Background: an optimization exercise with open tools, aiming at small area, a short achievable clock period and few clock cycles per item. Do not read the settings as production practice.
In this exercise RTL edits were held to simulation tests only and were not proved equivalent to the original.

**config.mk**
```make
export PLATFORM = sky130hd
export DESIGN_NAME = md_unit
export DESIGN_NICKNAME = md_unit
export VERILOG_FILES = /design/flow/design.v
export SDC_FILE = /design/flow/constraint.sdc
export NUM_CORES = 4
export LEC_CHECK = 0
export ABC_AREA = 1
export CAP_MARGIN = 20
export CORE_MARGIN = 2
export CORE_UTILIZATION = 50
export SLEW_MARGIN = 20
```
**constraint.sdc**
```tcl
create_clock -name core_clock -period 90.0 [get_ports {clk}]
set_input_delay 18.0000 -clock core_clock [delete_from_list [all_inputs] [get_ports {clk}]]
set_output_delay 18.0000 -clock core_clock [all_outputs]
set_load 0.01 [all_outputs]
```
**design.v**
```verilog
module md_unit (
  input  logic        clk,
  input  logic        reset,
  input  logic        MD_start,
  input  logic [1:0]  MDop,
  input  logic        MD_mtHI,
  input  logic        MD_mtLO,
  input  logic        MD_Rsel,
  input  logic        usehl_D,
  input  logic [31:0] A,
  input  logic [31:0] B,
  output logic [31:0] rd_data,
  output logic        busy,
  output logic        md_stall,
  output logic [31:0] HI_out,
  output logic [31:0] LO_out
);
  localparam int K  = 8;           
  localparam int NC = 32 / K;      
  localparam int CW = $clog2(NC + 1);
  localparam int AW = $clog2(NC);
  logic [31:0]   hi_q, lo_q, m_q;
  logic [CW-1:0] cnt_q;            
  logic [AW-1:0] al_q;             
  logic          nr_q, nq_q;       
  logic          div_q, sgn_q, nb_q;
  logic [31:0]   hi_d, lo_d, m_d;
  logic [CW-1:0] cnt_d;
  logic [AW-1:0] al_d;
  logic          nr_d, nq_d, div_d, sgn_d, nb_d;
  logic [31:0] hi_o, lo_o, hi_or, lo_or;
  logic        fill;
  always_comb begin
    fill = sgn_q & hi_q[31];
    hi_or[0] = 1'b0;
    lo_or[0] = 1'b0;
    for (int j = 1; j < 32; j++) begin
      hi_or[j] = hi_or[j-1] | hi_q[j-1];
      lo_or[j] = lo_or[j-1] | lo_q[j-1];
    end
    hi_o = hi_q ^ ({32{nr_q}} & hi_or);
    lo_o = lo_q ^ ({32{nq_q}} & lo_or);
    for (int a = 1; a < NC; a++) begin
      if (al_q == AW'(a)) begin
        hi_o = 32'({{32{fill}}, hi_q} >> (K * a));
        lo_o = (lo_q >> (K * a)) | (hi_q << (32 - K * a));
      end
    end
  end
  assign busy     = (cnt_q != '0);
  assign HI_out   = hi_o;
  assign LO_out   = lo_o;
  assign rd_data  = MD_Rsel ? lo_o : hi_o;
  assign md_stall = usehl_D & (MD_start | busy);
  logic          op_sgn, a_neg, b_neg, quick, bzero, swap;
  logic [31:0]   a_or, abs_a, b_mag;
  logic [5:0]    wa, wb;
  logic signed [7:0] nqb;
  logic [CW-1:0] cdiv, cmul, ca, cb;
  always_comb begin
    op_sgn = ~MDop[0];
    a_neg  = op_sgn & A[31];
    b_neg  = op_sgn & B[31];
    a_or[0] = 1'b0;
    for (int j = 1; j < 32; j++) a_or[j] = a_or[j-1] | A[j-1];
    abs_a = A ^ ({32{a_neg}} & a_or);
    b_mag = B ^ {32{b_neg}};           
    bzero = (B == 32'b0);
    wa = '0;
    wb = '0;
    for (int j = 0; j < 32; j++) begin
      if (abs_a[j]) wa = 6'(j + 1);
      if (b_mag[j]) wb = 6'(j + 1);
    end
    nqb   = 8'(wa) - 8'(wb) + 8'd1;
    quick = (nqb <= 0);
    cdiv  = CW'(NC);
    for (int c = NC - 1; c >= 1; c--)
      if (nqb <= K * c) cdiv = CW'(c);
    ca = CW'(NC);
    cb = CW'(NC);
    for (int c = NC - 1; c >= 1; c--) begin
      if (op_sgn ? ((A >> (K * c - 1)) == '0 || (~A >> (K * c - 1)) == '0)
                 : ((A >> (K * c)) == '0)) ca = CW'(c);
      if (op_sgn ? ((B >> (K * c - 1)) == '0 || (~B >> (K * c - 1)) == '0)
                 : ((B >> (K * c)) == '0)) cb = CW'(c);
    end
    swap = (ca < cb);                  
    cmul = swap ? ca : cb;
  end
  function automatic logic [32+K:0] sk_add(input logic [32+K:0] x, input logic [32+K:0] y,
                                           input logic ci, input int w);
    logic [32+K:0] p, g, gg, pp, r;
    p  = x ^ y;
    g  = x & y;
    g[0] = g[0] | (p[0] & ci);
    gg = g;
    pp = p;
    for (int l = 1; l < w; l = l * 2)
      for (int i = 0; i < w; i++)
        if ((i / l) % 2 == 1) begin
          gg[i] = gg[i] | (pp[i] & gg[(i / l) * l - 1]);
          pp[i] = pp[i] & pp[(i / l) * l - 1];
        end
    r = '0;
    r[0] = p[0] ^ ci;
    for (int i = 1; i <= 32 + K; i++)
      if (i < w) r[i] = p[i] ^ gg[i-1];
      else if (i == w) r[i] = gg[i-1];
    sk_add = r;
  endfunction
  logic [31+K:0] xs [0:K];
  logic [K-1:0]  qb, bb;
  logic [31:0]   mm;
  logic          cdv, csg, clast, y32;
  always_comb begin
    mm    = m_q;
    bb    = lo_q[K-1:0];
    cdv   = div_q;
    csg   = sgn_q;
    clast = (cnt_q == CW'(1));
    y32   = cdv | (csg & mm[31]);
    xs[0] = div_q ? {hi_q, lo_q[31:32-K]} : {{K{sgn_q & hi_q[31]}}, hi_q};
    for (int i = 0; i < K; i++) begin
      logic [32+K:0] xw, yw, sw;
      logic [K-1:0]  tp, tn;
      logic          ci, sub, sel, c33, inc, dec;
      sub = ~cdv & csg & clast & (i == 0);      
      xw  = {1'b0, xs[i]} >> (K - 1 - i);
      xw  = xw & {{K{1'b0}}, {33{1'b1}}};
      yw  = {{K{1'b0}}, {y32, mm} ^ {33{sub}}};
      ci  = cdv ? ~nb_q : sub;
      sw  = sk_add(xw, yw, ci, 33);
      c33 = sw[33];
      sel = cdv ? c33 : bb[K-1-i];
      qb[K-1-i] = c33;
      tp  = (K)'(xs[i] >> (K + 32 - i));
      inc = c33 & ~y32;
      dec = ~c33 & y32;
      tn  = tp;
      for (int k = 0; k < K; k++) if (k < i)
        tn[k] = tp[k] ^ ((inc & ((tp & ((K)'(1) << k) - (K)'(1)) == ((K)'(1) << k) - (K)'(1)))
                       | (dec & ((tp & ((K)'(1) << k) - (K)'(1)) == '0)));
      xs[i+1] = xs[i];
      if (sel) begin
        xs[i+1] = (xs[i] & ~({(32+K){1'b1}} << (K - 1 - i))) | ((31+K+1)'(sw[32:0]) << (K - 1 - i));
        if (i > 0)
          xs[i+1] = (xs[i+1] & ~({(32+K){1'b1}} << (K + 32 - i))) | ((31+K+1)'(tn) << (K + 32 - i));
      end
    end
  end
  logic s_bdiv, s_bmul, s_smul, s_szero, s_sd1, s_sdiv, s_idle, s_wHI, s_wLO, s_keepHI, s_keepLO;
  logic [NC-1:0] s_norm;
  always_comb begin
    s_bdiv = busy & div_q;
    s_bmul = busy & ~div_q;
    s_idle = ~busy;
    s_smul = s_idle & MD_start & ~MDop[1] & (A != 32'b0) & ~bzero;
    s_szero = s_idle & MD_start & ~MDop[1] & ((A == 32'b0) | bzero);
    s_sd1  = s_idle & MD_start & MDop[1] & ((B == 32'd1) | (op_sgn & (B == '1)));
    s_sdiv = s_idle & MD_start & MDop[1] & ~bzero & ~s_sd1;
    s_wHI    = s_idle & ~MD_start & MD_mtHI;
    s_wLO    = s_idle & ~MD_start & MD_mtLO;
    s_keepHI = s_idle & ~s_smul & ~s_szero & ~s_sd1 & ~s_sdiv & ~s_wHI;
    s_keepLO = s_idle & ~s_smul & ~s_szero & ~s_sd1 & ~s_sdiv & ~s_wLO;
    for (int c = 1; c <= NC; c++) s_norm[c-1] = s_sdiv & ~quick & (cdiv == CW'(c));
    hi_d = ({32{s_bdiv}} & xs[K][31:0])
         | ({32{s_bmul}} & xs[K][31+K:K])
         | ({32{s_wHI | (s_sdiv & quick)}} & A)
         | ({32{s_keepHI}} & hi_o);
    lo_d = ({32{s_bdiv}} & {lo_q[31-K:0], qb})
         | ({32{s_bmul}} & {xs[K][K-1:0], lo_q[31:K]})
         | ({32{s_wLO | s_sd1 | (s_smul & swap)}} & A)
         | ({32{s_smul & ~swap}} & B)
         | ({32{s_keepLO}} & lo_o);
    for (int c = 1; c <= NC; c++) begin
      hi_d = hi_d | ({32{s_norm[c-1]}} & (abs_a >> (K * c)));
      lo_d = lo_d | ({32{s_norm[c-1]}} & (abs_a << (32 - K * c)));
    end
    m_d   = busy ? m_q : (MDop[1] ? (b_neg ? B : ~B) : (swap ? B : A));
    div_d = busy ? div_q : MDop[1];
    sgn_d = busy ? sgn_q : (op_sgn & ~MDop[1]);
    nb_d  = busy ? nb_q : b_neg;
    cnt_d = busy ? cnt_q - CW'(1) : '0;
    al_d  = '0;
    nr_d  = busy & nr_q;
    nq_d  = (busy & nq_q) | (s_sd1 & b_neg);
    if (s_smul) begin
      cnt_d = cmul;
      al_d  = AW'(NC - cmul);
    end
    if (s_sdiv & ~quick) begin
      cnt_d = cdiv;
      nr_d  = a_neg;
      nq_d  = a_neg ^ b_neg;
    end
    if (busy) al_d = al_q;
  end
  always_ff @(posedge clk or posedge reset) begin
    if (reset) begin
      hi_q  <= 32'b0;
      lo_q  <= 32'b0;
      cnt_q <= '0;
      al_q  <= '0;
      nr_q  <= 1'b0;
      nq_q  <= 1'b0;
    end else begin
      hi_q  <= hi_d;
      lo_q  <= lo_d;
      cnt_q <= cnt_d;
      al_q  <= al_d;
      nr_q  <= nr_d;
      nq_q  <= nq_d;
    end
  end
  always_ff @(posedge clk) begin
    m_q   <= m_d;
    div_q <= div_d;
    sgn_q <= sgn_d;
    nb_q  <= nb_d;
  end
endmodule
```
**run.sh**
```bash
#!/bin/bash
# synth_recipe.tcl (not shown) runs the flow's synth.tcl, then flattens the netlist and writes it again
# the make line also repeats each setting of config.mk as NAME=value (left out here)
make -C /OpenROAD-flow-scripts/flow DESIGN_CONFIG=/design/flow/config.mk WORK_HOME=/design/flow/orfs CLKGATE_MAP_FILE= SYNTH_SCRIPT=/design/flow/synth_recipe.tcl finish
```
==> flow_summary.json <==
{
  "tightest_slew_ps": 1170,
  "fin_hold_ws_ps": 583,
  "clock-root-buffer": "clkbuf_16",
  "fmax_ghz": 0.0262,
  "synth_area_leader_cell": "nand2_1",
  "drtIter0Drc": 3957,
  "syn_inst": 4512,
  "start_util_pct": 50.4,
  "postRouteAntennaNets": 0,
  "hold_buffers": 0,
  "cts_inserted_buffers": 9,
  "crit_type": "input pin to output pin",
  "ctsResizeCount": 0,
  "ys_seq_area_share_pct": 10.4,
  "grt_pass1_wl_um": 183000,
  "num_io_pins": 171,
  "end_kind": "output pin",
  "drcViolationCount": 0,
  "viasPerCell": 6.11,
  "clk_latency_ps": 390,
  "hpwl_um": 98300,
  "grt_overflow": 0,
  "final_common_cell": "nand2_1",
  "core_um2": 53700,
  "post_cts_buffers": 0,
  "syn_nets": 4906,
  "status": "finished clean",
  "finalCriticalPeriod_ps": 38110,
  "dp.cells": 5281,
  "antenna_found_initial": 1,
  "rsz0062_at_grt": "no",
  "synth-async-reset-ratio_pct": 67.0,
  "worstPathMaxFanout": 35,
  "synthFlopType": "dfrtp_1",
  "synth.area.top_cells": "nand2_1, ha_1, o21ai_0",
  "cp.arrival_ps": 20110,
  "die_h_um": 237,
  "clockBufferDepth": 2,
  "num_vias": 32400,
  "finalHoldViolCount": 0,
  "hp-class": "flop to flop",
  "syn_avg_cell_area_um2": 6.00,
  "detail_route.wirelength_um": 123000,
  "gr-usage-all-layers_pct": 43.1,
  "setup_viol": 0,
  "synth_top_cell_area_share_pct": 18.1,
  "ys_seq_elements": 106,
  "wl_per_cell_um": 23.3,
  "place_congestion": 1.10,
  "die_x_um": 237,
  "worst_slew_margin_rel_pct": 21.9,
  "clock-sinks": 106,
  "clk_pin_slew_ps": 80,
  "cts_htree_levels": 3,
  "final_cells": 5299,
  "final_cell_mix": "nand2_1, inv_1, o21ai_0, nand3_1, ha_1",
  "rows": 85,
  "period_share_pct": 42.3,
  "required_ps": 72000,
  "synth_area_um2": 27100,
  "firstDrtPassIters": 9,
  "fin_tns_setup_ps": 0,
  "final_max_slew_viol_count": 0,
  "drive_above_1_share_pct": 3.69,
  "fillers": 5587,
  "seq_area_um2": 2830,
  "synth_edf_count": 35,
  "multi_input_area_um2": 21600,
  "area_growth_syn_to_layout_pct": 10.2,
  "dieArea_um2": 56000,
  "cts_tree": "yes",
  "grt_max_degree": 72,
  "portBuffers": 170,
  "yosysWarnings": 2,
  "start_kind": "input pin",
  "nets": 4991,
  "ys_types": 67,
  "skew_ps": 10.7,
  "grt_pass1_vias": 29800,
  "maxCapViolations": 0
}
[area by class of cell]
type | instances | area share, %
diodes | 1 | 0.00838
clock buffers | 11 | 0.813
clock inverters | 5 | 0.197
inverters | 556 | 6.99
multi-input cells | 3688 | 72.3
flip-flops and latches | 106 | 9.47
well taps | 696 | 2.92
repair buffers | 236 | 7.34
[worst paths after layout]
path / from / end / slack (ps) / depth (start not counted)
setup / recovery: MD_Rsel / rd_data[14] / 51890 / 6
hold / removal: cnt_q[0] / cnt_q[0] / 580 / 1
setup reg to reg: div_q / lo_q[29] / 52520 / 188
hold reg to reg: cnt_q[0] / cnt_q[0] / 580 / 1
max in group asynchronous: reset / hi_q[17] / 70860 / 3
min in group asynchronous: reset / lo_q[12] / 18020 / 2
[cells by family (layout without fill, tap and decap cells)]
family	count (synthesis)	count (layout)	synth area share (%)
other	0	1	0
adders and majority gates	321	321	16.4
xor gates and xnor gates	238	238	7.70
DFF	106	106	10.4
muxes	3	3	0.111
buffers and inverters	718	808	10.2
and+or+nand+nor	2091	2091	32.8
AOI/OAI and AO/OA	1035	1035	22.3
[synth_stat cells (7+ instances only)]
cell type and number:
nor3_1 48, o221ai_1 42, buf_2 27, nand2_1 1308, nor4_1 22, nand4_1 58, a21boi_0 13, dfrtp_1 71
a31oi_1 34, fa_1 57, a22oi_1 14, a211oi_1 10, o21ai_0 424, ha_1 264, inv_1 542, o21bai_1 23
nand3_1 301, or2_2 28, o22ai_1 61, xor2_1 173, and2_1 12, nor2_1 260, clkinv_1 11, nand3b_1 17
clkbuf_1 107, o2111ai_1 24, a21oi_1 262, buf_1 23, a31o_2 7, edfxtp_1 35, xnor2_1 65, a21o_1 23
a221oi_1 24, o211ai_1 33, o21ai_1 15
[routing by layer]
metal,up-vias,track usage (%),wire (um)
li1,15400,-,-
met1,14800,54.4,48600
met2,1711,67.0,52400
met3,484,8.99,12600
met4,0,27.6,9570
met5,-,0,0
[per-stage QoR]
stage               worst slack, ps  cell area (um^2)  util, %
floorplan                     53240             27100        -
global placement              51960             29500     54.9
detailed placement            51910             29500     55.0
CTS                           51900             29800     55.5
global route                  49450             29800     55.6
finish                        51890             29800     55.6
[critical path, stage by stage]
cell,delay [ps]
clkdlybuf4s50_1,390
buf_4,240
inv_1,620
nor2_1,110
a31oi_1,180
clkdlybuf4s50_1,570
[state kept, by name (all words and copies together), names as in the netlist]
| signal | flops |
|---|---|
| hi_q | 32 |
| lo_q | 32 |
| m_q | 32 |
| cnt_q | 3 |
| al_q | 2 |
| div_q | 1 |
| nb_q | 1 |
| nq_q | 1 |
| nr_q | 1 |
| sgn_q | 1 |
Testbench counts, summed over its fixed seeds: cycles 7,267, ops 3,200.

## static timing again, ports no longer ideal
No port has a modelled driver above. Below, the same layout with a new extraction and two added sets of constraints. Step 1: set_driving_cell puts a clkbuf_16 on clk and a buf_2 on each other input, an assumption about the parent block. Step 2 times the ports against the registers' clock, not the clock port: input delays grow and output delays shrink by t, the midpoint of the rising clock arrivals with the driver on. Slacks: ideal / step 1 / step 2; pairs: ideal / step 1.
shift t [ns]: 0.446
setup WS [ns]: 51.889 / 51.868 / 51.868
worst setup path after step 2: input to output
latest minus earliest clock arrival (ns): 0.011 / 0.010
worst register clock-pin slew, ns: 0.08 / 0.08
After both steps setup and hold are still met in this run. The setup slack of this run moves by -0.021 ns with the drivers and by -0.021 ns with both steps.
